What follows belongs to an exercise in optimizing a design on an open flow for small area, a short achievable clock period and few clock cycles; a production flow would make more cautious choices. The RTL was checked by simulation tests, not by an equivalence proof against the original design. No activity file was given, so power comes from the tool's default toggle rates.

==> v22 <==
Design pe_top, start of the top module:
module pe_top (
	input  wire                          clock,
	input  wire                          reset,
	input  wire                          load_en,
	input  wire                          mac_en,
	output logic                         cal_fin,
	input  wire                          psum_clear,
	input  wire                          psum_enq_en,
	input  wire                          psum_in_valid,
	input  wire pe_pkg::psum_t           psum_in,
	output logic                         psum_in_ready,
	input  wire                          psum_out_ready,
	output logic                         psum_out_valid,
	output pe_pkg::psum_t                psum_out,
	output logic                         psum_acc_fin,
	input  wire                          iact_data_in_valid,
	input  wire  [13-1:0]     iact_data_in,
	output logic                         iact_data_write_fin,
	input  wire                          weight_ptr_in_valid,
	input  wire  [7-1:0]            weight_ptr_in,
	output logic                         weight_ptr_write_fin,
	input  wire                          weight_data_in_valid,
	input  wire  [12-1:0]   weight_data_in,
	output logic                         weight_data_write_fin
);
clock: 8.0 ns
lec_check: 0
cap_margin: 20
core_margin: 2
core_utilization: 40
place_density: 0.5
setup_slack_margin: 2.5
slew_margin: 20
synth_hierarchical: 1
synth_minimum_keep_size: 0
run.sh (not shown) runs the stock make flow with config.mk's settings and CLKGATE_MAP_FILE= SYNTH_SCRIPT=/design/flow/synth_recipe.tcl, a recipe that flattens the netlist after the stock synthesis.
==> v36 (differences from v22) <==
--- a/flow/design.v
+++ b/flow/design.v
@@ -1,32 +1,16 @@
 `default_nettype none
 package pe_pkg;
 	typedef logic signed [21-1:0] psum_t;
 	typedef logic [$clog2(16)-1:0] psum_idx_t;
 endpackage
 `default_nettype wire
 `timescale 1ns/1ns
 `default_nettype none
-module pe_add3 #(
-	parameter int W = 21
-) (
-	input  wire  [W-1:0] a,
-	input  wire  [W-1:0] b,
-	input  wire  [W-1:0] c,
-	output logic [W-1:0] s
-);
-	logic [W-1:0] x, y;
-	assign x = a ^ b ^ c;
-	assign y = {(a[W-2:0] & b[W-2:0]) | (a[W-2:0] & c[W-2:0]) | (b[W-2:0] & c[W-2:0]), 1'b0};
-	pe_fast_add #(.W(W)) i_add (.a(x), .b(y), .s(s));
-endmodule
-`default_nettype wire
-`timescale 1ns/1ns
-`default_nettype none
 module pe_fast_add #(
 	parameter int W = 21
 ) (
 	input  wire  [W-1:0] a,
 	input  wire  [W-1:0] b,
 	output logic [W-1:0] s
 );
 	localparam int L = $clog2(W);
@@ -247,27 +231,38 @@
 	assign e_w    = we_mem[e_addr];
 	assign o_w    = (o_addr == 6'd63) ? 12'd0 : wo_mem[o_addr];
 	assign ok0    = !wt_act || (c_j < wt_wr);
 	assign ok1    = (j1 != c_end) && (!wt_act || (j1 < wt_wr));
 	assign issue  = cv && ok0;
 	assign nj     = ok1 ? j2 : j1;
 	assign fin    = issue && (ok1 ? (j2 == c_end) : (j1 == c_end));
 	assign take   = qv[0] && (!cv || fin);
+	logic [11:0] w0, w1;
+	logic        i_v0, i_v1, i_same;
+	logic signed [8:0] i_x0;
+	assign w0     = c_j[0] ? o_w : e_w;
+	assign w1     = c_j[0] ? e_w : o_w;
+	assign i_v0   = issue && w0[3:0] != 4'hf;
+	assign i_v1   = issue && ok1 && w1[3:0] != 4'hf;
+	assign i_same = w0[3:0] == w1[3:0];
+	assign i_x0   = (i_v1 && i_same) ? {w0[11], w0[11:4]} + {w1[11], w1[11:4]}
+	                                 : {w0[11], w0[11:4]};
 	logic        a_v0, a_v1;
 	logic [7:0]  a_val;
-	logic [11:0] a_w0, a_w1;
+	logic signed [8:0] a_x0;
+	logic [7:0]  a_x1;
+	logic [3:0]  a_r0, a_r1;
 	logic        b_v0, b_v1;
-	logic signed [15:0] b_p0, b_p1;
+	logic signed [16:0] b_p0;
+	logic signed [15:0] b_p1;
 	logic [3:0]  b_r0, b_r1;
-	logic        b_same;        
-	logic signed [7:0]  m_a, m_w0, m_w1;
+	logic signed [7:0]  m_a, m_x1;
 	assign m_a  = a_val;
-	assign m_w0 = a_w0[11:4];
-	assign m_w1 = a_w1[11:4];
+	assign m_x1 = a_x1;
 	assign eng_done = p_done && !f1_v && !qv[0] && !cv && !a_v0 && !a_v1 && !b_v0 && !b_v1;
 	always_ff @(posedge clock) begin
 		if (reset || kill) begin
 			spec      <= 1'b0;
 			mac_pend  <= 1'b0;
 			p_done    <= 1'b1;
 			f1_v      <= 1'b0;
 			qv        <= '0;
@@ -349,57 +344,53 @@
 			if (!cv || fin) begin
 				cv    <= qv[0];
 				c_val <= q_val[0];
 				c_j   <= q_j[0];
 				c_end <= q_end[0];
 			end else if (issue) begin
 				c_j <= nj;
 			end
-			a_v0  <= issue && (c_j[0] ? o_w[3:0] : e_w[3:0]) != 4'hf;
-			a_v1  <= issue && ok1 && (c_j[0] ? e_w[3:0] : o_w[3:0]) != 4'hf;
+			a_v0  <= i_v0;
+			a_v1  <= i_v1 && !(i_v0 && i_same);
 			a_val <= c_val;
-			a_w0  <= c_j[0] ? o_w : e_w;
-			a_w1  <= c_j[0] ? e_w : o_w;
+			a_x0  <= i_x0;
+			a_x1  <= w1[11:4];
+			a_r0  <= w0[3:0];
+			a_r1  <= w1[3:0];
 			b_v0   <= a_v0;
 			b_v1   <= a_v1;
-			b_same <= a_w0[3:0] == a_w1[3:0];
-			b_p0   <= m_a * m_w0;
-			b_p1   <= m_a * m_w1;
-			b_r1   <= a_w1[3:0];
+			b_p0   <= m_a * a_x0;
+			b_p1   <= m_a * m_x1;
+			b_r1   <= a_r1;
 		end
 	end
 	always_ff @(posedge clock) begin
 		if (psum_enq_en)
 			b_r0 <= 4'd1;
 		else if (draining) begin
 			if (xfer)
 				b_r0 <= b_r0 + 1'b1;
 		end else
-			b_r0 <= a_w0[3:0];
+			b_r0 <= a_r0;
 	end
 	logic [PW-1:0] breg [ROWS];
 	logic [PW-1:0] preg [ROWS];
-	logic [PW-1:0] rd0, rd1, acc0, acc1, p0x, p1x, p1s;
-	logic          w1_same;
-	assign w1_same = b_v1 && b_same;
-	assign p0x  = b_v0 ? {{(PW-16){b_p0[15]}}, b_p0} : '0;
-	assign p1x  = {{(PW-16){b_p1[15]}}, b_p1};
-	assign p1s  = w1_same ? p1x : '0;
+	logic [PW-1:0] rd0, rd1, acc0, acc1;
 	assign rd0  = (b_r0 == 4'hf) ? '0 : preg[b_r0];
 	assign rd1  = preg[b_r1];
-	pe_add3     #(.W(PW)) i_acc0 (.a(rd0), .b(p0x), .c(p1s), .s(acc0));
-	pe_fast_add #(.W(PW)) i_acc1 (.a(rd1), .b(p1x), .s(acc1));
+	assign acc0 = rd0 + {{(PW-17){b_p0[16]}}, b_p0};
+	assign acc1 = rd1 + {{(PW-16){b_p1[15]}}, b_p1};
 	always_ff @(posedge clock) begin
 		for (int r = 0; r < ROWS; r++) begin
 			if (reset || psum_clear)
 				preg[r] <= '0;
 			else if (restore)
 				preg[r] <= breg[r];
-			else if ((b_v0 || w1_same) && b_r0 == 4'(r))
+			else if (b_v0 && b_r0 == 4'(r))
 				preg[r] <= acc0;
 			else if (b_v1 && b_r1 == 4'(r))
 				preg[r] <= acc1;
 		end
 	end
 	always_ff @(posedge clock) begin
 		for (int r = 0; r < ROWS; r++) begin
 			if (psum_clear)
==> flow/config.mk (replaced) <==
export PLATFORM = sky130hd
export DESIGN_NAME = pe_top
export DESIGN_NICKNAME = pe_top
export VERILOG_FILES = /design/flow/design.v
export SDC_FILE = /design/flow/constraint.sdc
export NUM_CORES = 4
export LEC_CHECK = 0
export CAP_MARGIN = 10
export CORE_MARGIN = 2
export CORE_UTILIZATION = 40
export CTS_BUF_LIST = sky130_fd_sc_hd__clkbuf_16
export CTS_CLUSTER_DIAMETER = 80
export CTS_CLUSTER_SIZE = 22
export PLACE_DENSITY = 0.5
export SETUP_SLACK_MARGIN = 2.6
export SLEW_MARGIN = 10
export SYNTH_HIERARCHICAL = 1
export SYNTH_MINIMUM_KEEP_SIZE = 0
==> impl_metrics.env <==
export IMPL_synth_nets=10879
export IMPL_cts_reportedPaths_clkPinSlew_ns=0.06
export IMPL_crit_fanout=15
export IMPL_nFillCells=31463
export IMPL_wl_met3_mm=34.60
export IMPL_synth_fa_ha_area_share_pct=3.167
export IMPL_synthMuxAreaShare_pct=14.42
export IMPL_status="no timing/DRC/antenna violations"
export IMPL_nClkBuffers=443
export IMPL_pwr_share_comb_pct=14.0
export IMPL_final_seq_area_um2=86100
export IMPL_fin_skew_ns=0.09448
export IMPL_syn2layout_area_growth_pct=13.87
export IMPL_route_vias_total=93214
[end of results for v22]
==> impl_metrics.env <==
export IMPL_status="no timing/DRC/antenna violations"
export IMPL_synth_fa_ha_area_share_pct=3.126
export IMPL_final_seq_area_um2=86140
export IMPL_wl_met3_mm=41.92
export IMPL_syn2layout_area_growth_pct=11.25
export IMPL_comb_power_uw=5690
export IMPL_setup_viol_count_final=0
export IMPL_pwr_share_comb_pct=16.7
export IMPL_synth_compound_area_share_pct=9.817
export IMPL_fin_skew_ns=0.09305
export IMPL_cts_reportedPaths_clkPinSlew_ns=0.09
export IMPL_synth_area_leaders="edfxtp_1, mux4_2, dfxtp_1"
export IMPL_area_share_clock_buf_inv_pct=3.700
export IMPL_seqPwrFrac_pct=52.5
export IMPL_nNonClkBuffers=590
export IMPL_crit_fanout=23
export IMPL_nFillCells=30897
export IMPL_synth_cell_type_count=97
export IMPL_route_vias_total=93415
export IMPL_synth_nets=10672
export IMPL_nClkBuffers=188
[end of results for v36]
Testbench counts of v22, summed over its fixed seeds: cycles 13,292.
Testbench counts of v36, summed over its fixed seeds: cycles 13,292.

========
==> inputs of 10-23 <==
Another version of the RTL of pe_top (not shown whole).
// pe_top
module pe_top (
	input  wire                          clock,
	input  wire                          reset,
	input  wire                          load_en,
	input  wire                          mac_en,
	output logic                         cal_fin,
	input  wire                          psum_clear,
	input  wire                          psum_enq_en,
	input  wire                          psum_in_valid,
	input  wire pe_pkg::psum_t           psum_in,
	output logic                         psum_in_ready,
	input  wire                          psum_out_ready,
	output logic                         psum_out_valid,
	output pe_pkg::psum_t                psum_out,
	output logic                         psum_acc_fin,
	input  wire                          iact_data_in_valid,
	input  wire  [13-1:0]     iact_data_in,
	output logic                         iact_data_write_fin,
	input  wire                          weight_ptr_in_valid,
	input  wire  [7-1:0]            weight_ptr_in,
	output logic                         weight_ptr_write_fin,
	input  wire                          weight_data_in_valid,
	input  wire  [12-1:0]   weight_data_in,
	output logic                         weight_data_write_fin
);
clock: 8.0 ns
lec_check: 0
cap_margin: 20
core_margin: 2
core_utilization: 40
cts_buf_list: sky130_fd_sc_hd__clkbuf_16
cts_cluster_diameter: 80
cts_cluster_size: 22
place_density: 0.5
setup_slack_margin: 3.15
slew_margin: 20
synth_hierarchical: 1
synth_minimum_keep_size: 0
==> 12-01: changes against 10-23 <==
--- a/flow/design.v
+++ b/flow/design.v
@@ -3,67 +3,52 @@
 	typedef logic signed [21-1:0] psum_t;
 	typedef logic [$clog2(16)-1:0] psum_idx_t;
 endpackage
 `default_nettype wire
 `timescale 1ns/1ns
 `default_nettype none
-module pe_fast_add #(
+module pe_add3 #(
 	parameter int W = 21
 ) (
 	input  wire  [W-1:0] a,
 	input  wire  [W-1:0] b,
+	input  wire  [W-1:0] c,
 	output logic [W-1:0] s
 );
-	localparam int L = $clog2(W);
-	logic [W-1:0] g [L+1];
-	logic [W-1:0] p [L+1];
-	pe_and_v #(.W(W)) i_g (.a(a), .b(b), .y(g[0]));
-	pe_xor_v #(.W(W)) i_p (.a(a), .b(b), .y(p[0]));
-	for (genvar k = 0; k < L; k++) begin : g_level
-		pe_prefix_level #(.W(W), .D(1 << k)) i_level (
-			.g(g[k]), .p(p[k]), .go(g[k+1]), .po(p[k+1])
-		);
-	end
-	pe_xor_v #(.W(W)) i_s (.a(p[0]), .b({g[L][W-2:0], 1'b0}), .y(s));
+	logic [W-1:0] x, y;
+	assign x = a ^ b ^ c;
+	assign y = {(a[W-2:0] & b[W-2:0]) | (a[W-2:0] & c[W-2:0]) | (b[W-2:0] & c[W-2:0]), 1'b0};
+	pe_fast_add #(.W(W)) i_add (.a(x), .b(y), .s(s));
 endmodule
-module pe_and_v #(
-	parameter int W = 21
-) (
-	input  wire  [W-1:0] a,
-	input  wire  [W-1:0] b,
-	output logic [W-1:0] y
-);
-	assign y = a & b;
-endmodule
-module pe_xor_v #(
+`default_nettype wire
+`timescale 1ns/1ns
+`default_nettype none
+module pe_fast_add #(
 	parameter int W = 21
 ) (
 	input  wire  [W-1:0] a,
 	input  wire  [W-1:0] b,
-	output logic [W-1:0] y
-);
-	assign y = a ^ b;
-endmodule
-module pe_prefix_level #(
-	parameter int W = 21,
-	parameter int D = 1
-) (
-	input  wire  [W-1:0] g,
-	input  wire  [W-1:0] p,
-	output logic [W-1:0] go,
-	output logic [W-1:0] po
+	output logic [W-1:0] s
 );
-	for (genvar i = 0; i < W; i++) begin : g_bit
-		if (i >= D) begin : g_op
-			assign go[i] = g[i] | (p[i] & g[i - D]);
-			assign po[i] = p[i] & p[i - D];
-		end else begin : g_pass
-			assign go[i] = g[i];
-			assign po[i] = p[i];
+	localparam int L = $clog2(W);
+	logic [W-1:0] g [L+1];
+	logic [W-1:0] p [L+1];
+	assign g[0] = a & b;
+	assign p[0] = a ^ b;
+	for (genvar k = 0; k < L; k++) begin : g_level
+		for (genvar i = 0; i < W; i++) begin : g_bit
+			if (i >= (1 << k)) begin : g_op
+				assign g[k+1][i] = g[k][i] | (p[k][i] & g[k][i - (1 << k)]);
+				assign p[k+1][i] = p[k][i] & p[k][i - (1 << k)];
+			end else begin : g_pass
+				assign g[k+1][i] = g[k][i];
+				assign p[k+1][i] = p[k][i];
+			end
 		end
 	end
+	assign s = p[0] ^ {g[L][W-2:0], 1'b0};
 endmodule
 `default_nettype wire
 `timescale 1ns/1ns
 `default_nettype none
 module pe_top (
 	input  wire                          clock,
@@ -136,22 +121,18 @@
 				ia_occ <= ia_occ | (32'd1 << iact_data_in[4:0]);
 		end
 	end
 	logic [12:0] ia_mem [31];
 	logic [11:0] we_mem [64];
 	logic [11:0] wo_mem [63];
-	logic [6:0]  pe_mem [16];
-	logic [6:0]  po_mem [16];
+	logic [6:0]  pt_mem [32];
 	always_ff @(posedge clock) begin
 		if (ia_beat && ia_wr != 5'd31)
 			ia_mem[ia_wr] <= iact_data_in;
 		if (pt_beat)
-			if (pt_wr[0])
-				po_mem[pt_wr[4:1]] <= weight_ptr_in;
-			else
-				pe_mem[pt_wr[4:1]] <= weight_ptr_in;
+			pt_mem[pt_wr] <= weight_ptr_in;
 		if (wt_beat && !wt_wr[0])
 			we_mem[wt_wr[6:1]] <= weight_data_in;
 		if (wt_beat && wt_wr[0] && wt_wr[6:1] != 6'd63)
 			wo_mem[wt_wr[6:1]] <= weight_data_in;
 	end
 	logic ia_act, pt_act, wt_act;
@@ -205,31 +186,22 @@
 		s_hi = |s_occ_hi;
 	end
 	logic        o_avail, p_free;
 	logic [4:0]  o_col;
 	assign o_avail = ia_act ? (f_idx < ia_wr) : (f_idx < ia_len);
 	assign o_col   = (f_idx == 5'd31) ? 5'd0 : ia_mem[f_idx][4:0];
-	logic        o_byp, r_byp;
-	assign o_byp = ia_beat && !ia_last && (f_idx == ia_wr);
-	assign r_byp = ia_beat && !ia_last && (ia_wr == 5'd0) && !sweep_load;
 	logic [1:0]  qv;            
 	logic [7:0]  q_val [2];
 	logic [6:0]  q_j   [2];
 	logic [6:0]  q_end [2];
 	logic [7:0]  f2_val;
 	logic [6:0]  f2_start, f2_end;
 	logic        f2_go, f_push;
 	assign f2_val   = (f1_idx == 5'd31) ? 8'd0 : ia_mem[f1_idx][12:5];
-	logic [3:0]  pe_addr, po_addr;
-	logic [6:0]  pe_out, po_out;
-	assign pe_addr  = f1_col[4:1];
-	assign po_addr  = f1_col[0] ? f1_col[4:1] : f1_col[4:1] - 1'b1;
-	assign pe_out   = pe_mem[pe_addr];
-	assign po_out   = po_mem[po_addr];
-	assign f2_start = f1_col[0] ? pe_out : (f1_col == 5'd0) ? 7'd0 : po_out;
-	assign f2_end   = f1_col[0] ? po_out : pe_out;
+	assign f2_start = (f1_col == 5'd0) ? 7'd0 : pt_mem[f1_col - 1'b1];
+	assign f2_end   = pt_mem[f1_col];
 	assign f2_go    = f1_v && !qv[1] && (!pt_act || (f1_col < pt_wr));
 	assign f_push   = f2_go && (f2_start != f2_end);
 	assign p_free   = !f1_v || f2_go;
 	logic        cv;            
 	logic [7:0]  c_val;
 	logic [6:0]  c_j, c_end;
@@ -246,36 +218,23 @@
 	assign ok0    = !wt_act || (c_j < wt_wr);
 	assign ok1    = (j1 != c_end) && (!wt_act || (j1 < wt_wr));
 	assign issue  = cv && ok0;
 	assign nj     = ok1 ? j2 : j1;
 	assign fin    = issue && (ok1 ? (j2 == c_end) : (j1 == c_end));
 	assign take   = qv[0] && (!cv || fin);
-	logic  direct;
-	assign direct = f_push && !qv[0] && (!cv || fin);
-	logic [11:0] w0, w1;
-	logic        i_v0, i_v1, i_same;
-	logic signed [8:0] i_x0;
-	assign w0     = c_j[0] ? o_w : e_w;
-	assign w1     = c_j[0] ? e_w : o_w;
-	assign i_v0   = issue && w0[3:0] != 4'hf;
-	assign i_v1   = issue && ok1 && w1[3:0] != 4'hf;
-	assign i_same = w0[3:0] == w1[3:0];
-	assign i_x0   = (i_v1 && i_same) ? {w0[11], w0[11:4]} + {w1[11], w1[11:4]}
-	                                 : {w0[11], w0[11:4]};
 	logic        a_v0, a_v1;
 	logic [7:0]  a_val;
-	logic signed [8:0] a_x0;
-	logic [7:0]  a_x1;
-	logic [3:0]  a_r0, a_r1;
+	logic [11:0] a_w0, a_w1;
 	logic        b_v0, b_v1;
-	logic signed [16:0] b_p0;
-	logic signed [15:0] b_p1;
+	logic signed [15:0] b_p0, b_p1;
 	logic [3:0]  b_r0, b_r1;
-	logic signed [7:0]  m_a, m_x1;
+	logic        b_same;        
+	logic signed [7:0]  m_a, m_w0, m_w1;
 	assign m_a  = a_val;
-	assign m_x1 = a_x1;
+	assign m_w0 = a_w0[11:4];
+	assign m_w1 = a_w1[11:4];
 	assign eng_done = p_done && !f1_v && !qv[0] && !cv && !a_v0 && !a_v1 && !b_v0 && !b_v1;
 	always_ff @(posedge clock) begin
 		if (reset || kill) begin
 			spec      <= 1'b0;
 			mac_pend  <= 1'b0;
 			p_done    <= 1'b1;
@@ -287,16 +246,14 @@
 			b_v0      <= 1'b0;
 			b_v1      <= 1'b0;
 		end else if (restart) begin
 			spec      <= 1'b1;
 			mac_pend  <= mac_en;
 			p_done    <= 1'b0;
-			f_idx     <= r_byp ? 5'd1 : 5'd0;
-			f1_v      <= r_byp;
-			f1_idx    <= '0;
-			f1_col    <= iact_data_in[4:0];
+			f_idx     <= '0;
+			f1_v      <= 1'b0;
 			qv        <= '0;
 			cv        <= 1'b0;
 			a_v0      <= 1'b0;
 			a_v1      <= 1'b0;
 			b_v0      <= 1'b0;
 			b_v1      <= 1'b0;
@@ -316,17 +273,12 @@
 				if (!swp) begin
 					if (o_avail) begin
 						f1_v   <= 1'b1;
 						f1_idx <= f_idx;
 						f1_col <= o_col;
 						f_idx  <= f_idx + 1'b1;
-					end else if (o_byp) begin
-						f1_v   <= 1'b1;
-						f1_idx <= f_idx;
-						f1_col <= iact_data_in[4:0];
-						f_idx  <= f_idx + 1'b1;
 					end else if (!ia_act) begin
 						p_done <= 1'b1;
 					end
 				end else if (!ia_act) begin
 					if (s_any) begin
 						f1_v   <= 1'b1;
@@ -344,14 +296,13 @@
 						pos <= '0;
 					end else begin
 						p_done <= 1'b1;
 					end
 				end
 			end
-			if (direct) begin
-			end else if (take) begin
+			if (take) begin
 				if (qv[1]) begin
 					q_val[0] <= q_val[1]; q_j[0] <= q_j[1]; q_end[0] <= q_end[1];
 				end else if (f_push) begin
 					q_val[0] <= f2_val; q_j[0] <= f2_start; q_end[0] <= f2_end;
 				end
 				qv <= {1'b0, qv[1] || f_push};
@@ -361,62 +312,61 @@
 					qv[1] <= 1'b1;
 				end else begin
 					q_val[0] <= f2_val; q_j[0] <= f2_start; q_end[0] <= f2_end;
 					qv[0] <= 1'b1;
 				end
 			end
-			if (direct) begin
-				cv    <= 1'b1;
-				c_val <= f2_val;
-				c_j   <= f2_start;
-				c_end <= f2_end;
-			end else if (!cv || fin) begin
+			if (!cv || fin) begin
 				cv    <= qv[0];
 				c_val <= q_val[0];
 				c_j   <= q_j[0];
 				c_end <= q_end[0];
 			end else if (issue) begin
 				c_j <= nj;
 			end
-			a_v0  <= i_v0;
-			a_v1  <= i_v1 && !(i_v0 && i_same);
+			a_v0  <= issue && (c_j[0] ? o_w[3:0] : e_w[3:0]) != 4'hf;
+			a_v1  <= issue && ok1 && (c_j[0] ? e_w[3:0] : o_w[3:0]) != 4'hf;
 			a_val <= c_val;
-			a_x0  <= i_x0;
-			a_x1  <= w1[11:4];
-			a_r0  <= w0[3:0];
-			a_r1  <= w1[3:0];
+			a_w0  <= c_j[0] ? o_w : e_w;
+			a_w1  <= c_j[0] ? e_w : o_w;
 			b_v0   <= a_v0;
 			b_v1   <= a_v1;
-			b_p0   <= m_a * a_x0;
-			b_p1   <= m_a * m_x1;
-			b_r1   <= a_r1;
+			b_same <= a_w0[3:0] == a_w1[3:0];
+			b_p0   <= m_a * m_w0;
+			b_p1   <= m_a * m_w1;
+			b_r1   <= a_w1[3:0];
 		end
 	end
 	always_ff @(posedge clock) begin
 		if (psum_enq_en)
 			b_r0 <= 4'd1;
 		else if (draining) begin
 			if (xfer)
 				b_r0 <= b_r0 + 1'b1;
 		end else
-			b_r0 <= a_r0;
+			b_r0 <= a_w0[3:0];
 	end
 	logic [PW-1:0] breg [ROWS];
 	logic [PW-1:0] preg [ROWS];
-	logic [PW-1:0] rd0, rd1, acc0, acc1;
+	logic [PW-1:0] rd0, rd1, acc0, acc1, p0x, p1x, p1s;
+	logic          w1_same;
+	assign w1_same = b_v1 && b_same;
+	assign p0x  = b_v0 ? {{(PW-16){b_p0[15]}}, b_p0} : '0;
+	assign p1x  = {{(PW-16){b_p1[15]}}, b_p1};
+	assign p1s  = w1_same ? p1x : '0;
 	assign rd0  = (b_r0 == 4'hf) ? '0 : preg[b_r0];
 	assign rd1  = preg[b_r1];
-	assign acc0 = rd0 + {{(PW-17){b_p0[16]}}, b_p0};
-	assign acc1 = rd1 + {{(PW-16){b_p1[15]}}, b_p1};
+	pe_add3     #(.W(PW)) i_acc0 (.a(rd0), .b(p0x), .c(p1s), .s(acc0));
+	pe_fast_add #(.W(PW)) i_acc1 (.a(rd1), .b(p1x), .s(acc1));
 	always_ff @(posedge clock) begin
 		for (int r = 0; r < ROWS; r++) begin
 			if (reset || psum_clear)
 				preg[r] <= '0;
 			else if (restore)
 				preg[r] <= breg[r];
-			else if (b_v0 && b_r0 == 4'(r))
+			else if ((b_v0 || w1_same) && b_r0 == 4'(r))
 				preg[r] <= acc0;
 			else if (b_v1 && b_r1 == 4'(r))
 				preg[r] <= acc1;
 		end
 	end
 	always_ff @(posedge clock) begin
@@ -425,36 +375,32 @@
 				breg[r] <= '0;
 			else if (restart && !restore)
 				breg[r] <= preg[r];
 		end
 	end
 	logic [PW-1:0] drain_data;    
-	logic          drain_last;    
 	assign psum_out_valid = draining && psum_in_valid;
 	assign psum_in_ready  = draining && psum_out_ready;
 	assign xfer           = draining && psum_in_valid && psum_out_ready;
-	assign psum_acc_fin   = drain_last && psum_in_valid && psum_out_ready;
+	assign psum_acc_fin   = xfer && (drain_idx == 4'hf);
 	pe_fast_add #(.W(PW)) i_drain_add (.a(drain_data), .b(psum_in), .s(psum_out));
 	always_ff @(posedge clock) begin
 		if (psum_enq_en)
 			drain_data <= restore ? breg[0] : preg[0];
 		else if (xfer)
 			drain_data <= rd0;
 	end
 	always_ff @(posedge clock) begin
 		if (reset) begin
-			draining   <= 1'b0;
-			drain_idx  <= '0;
-			drain_last <= 1'b0;
+			draining  <= 1'b0;
+			drain_idx <= '0;
 		end else if (psum_enq_en) begin
-			draining   <= 1'b1;
-			drain_idx  <= '0;
-			drain_last <= 1'b0;
+			draining  <= 1'b1;
+			drain_idx <= '0;
 		end else if (xfer) begin
-			drain_idx  <= drain_idx + 1'b1;
-			drain_last <= drain_idx == 4'd14;
+			drain_idx <= drain_idx + 1'b1;
 			if (psum_acc_fin)
 				draining <= 1'b0;
 		end
 	end
 endmodule
 `default_nettype wire
==> flow/config.mk (replaced) <==
export PLATFORM = sky130hd
export DESIGN_NAME = pe_top
export DESIGN_NICKNAME = pe_top
export VERILOG_FILES = /design/flow/design.v
export SDC_FILE = /design/flow/constraint.sdc
export NUM_CORES = 4
export LEC_CHECK = 0
export CAP_MARGIN = 20
export CORE_MARGIN = 2
export CORE_UTILIZATION = 40
export PLACE_DENSITY = 0.5
export SETUP_SLACK_MARGIN = 2.5
export SLEW_MARGIN = 20
export SYNTH_HIERARCHICAL = 1
export SYNTH_MINIMUM_KEEP_SIZE = 0
==> run notes <==
- In sequential power, 10-23 and 12-01 hardly differ.
- Between 10-23 and 12-01, the lower area after synthesis is in 10-23 (gap 1.7%, measured against 12-01).
- Fmax: 12-01 is lower than 10-23 (10%).
- Between 12-01 and 10-23, the lower total power is in 10-23 (gap about 13%, measured against 10-23).
- In 10-23 the sequential share of layout area is higher than in 12-01, by 1.3 points.
- In 10-23 the clock power is lower than in 12-01, by about 34%.
- In 10-23 the count of clock-buffer cells in the layout is lower than in 12-01, by 256.
- Between 12-01 and 10-23, the lower first-iteration DRC count is in 12-01 (gap 13%, measured against 10-23).
- Between 12-01 and 10-23, the lower hold slack is in 12-01 (gap 0.010 ns).
- Core utilization: 10-23 is lower than 12-01 (0.36 points).
==> figures <==
| metric | 10-23 | 12-01 |
|---|---|---|
| Run status | no timing/DRC/antenna violations | no timing/DRC/antenna violations |
| WL/cell | 30.4 um | 28.8 um |
| Fraction of area in multi-input gates | 0.333 | 0.333 |
| Switching power summed over all nets | 10.7 mW | 11.2 mW |
| Total cell area at the placement stage | 146000 um2 | 149000 um2 |
| Syn Inst Count | 10400 | 10400 |
| Number of multi-input combinational cells | 6352 | 6402 |
| Count of sequential standard cells | 3072 | 3076 |
| Number of stages on the worst setup path | 24 | 20 |
| Clock net power | 10.5 mW | 16.0 mW |
| N_taps | 4578 | 4730 |
| Largest net degree at the start of global routing | 142 | 170 |
| Routed wire length on met3 | 35500 um | 29900 um |
| Synthesized netlist net count | 10700 | 10800 |
| Site Rows | 216 | 218 |
| Overall power | 35.9 mW | 40.4 mW |
| Chip width | 593 um | 598 um |
| Maximum fanout along the worst path | 7 | 15 |
| Fin util | 0.457 | 0.461 |
| Peak per-stage delay on the critical path | 0.41 ns | 0.77 ns |
| Worst clock skew on the final layout | 0.0789 ns | 0.0884 ns |
Testbench counts of 10-23, summed over its fixed seeds: cycles 13,020.
Testbench counts of 12-01, summed over its fixed seeds: cycles 13,292.

-- separate check: timing with driven ports --
Ports are ideal in the flow. The routed layouts listed here were re-timed in OpenROAD. Step 1, drivers: a clkbuf_16 drives clock and a buf_2 each remaining input, both assumed. Step 2 also shifts input and output timing later by t, the mid clock arrival at the registers, as if the neighbouring blocks saw the same clock. Three values: ideal, step 1, step 2; two values: the first two.
| run | t, ns | setup WS [ns] | worst setup path after step 2 |
|---|---|---|---|
| v22 | 1.014 | 2.570 / 2.570 / 1.818 | input to register |
| v36 | 1.017 | 2.634 / 2.634 / 2.086 | input to register |
| 10-23 | 1.023 | 3.133 / 3.133 / 2.240 | input to register |
| 12-01 | 1.010 | 2.589 / 2.575 / 1.782 | input to register |
After both steps every run listed still meets setup and hold. For 10-23, which loses most, drivers alone change the setup slack by 0.000 ns; drivers and shift together by -0.893 ns.
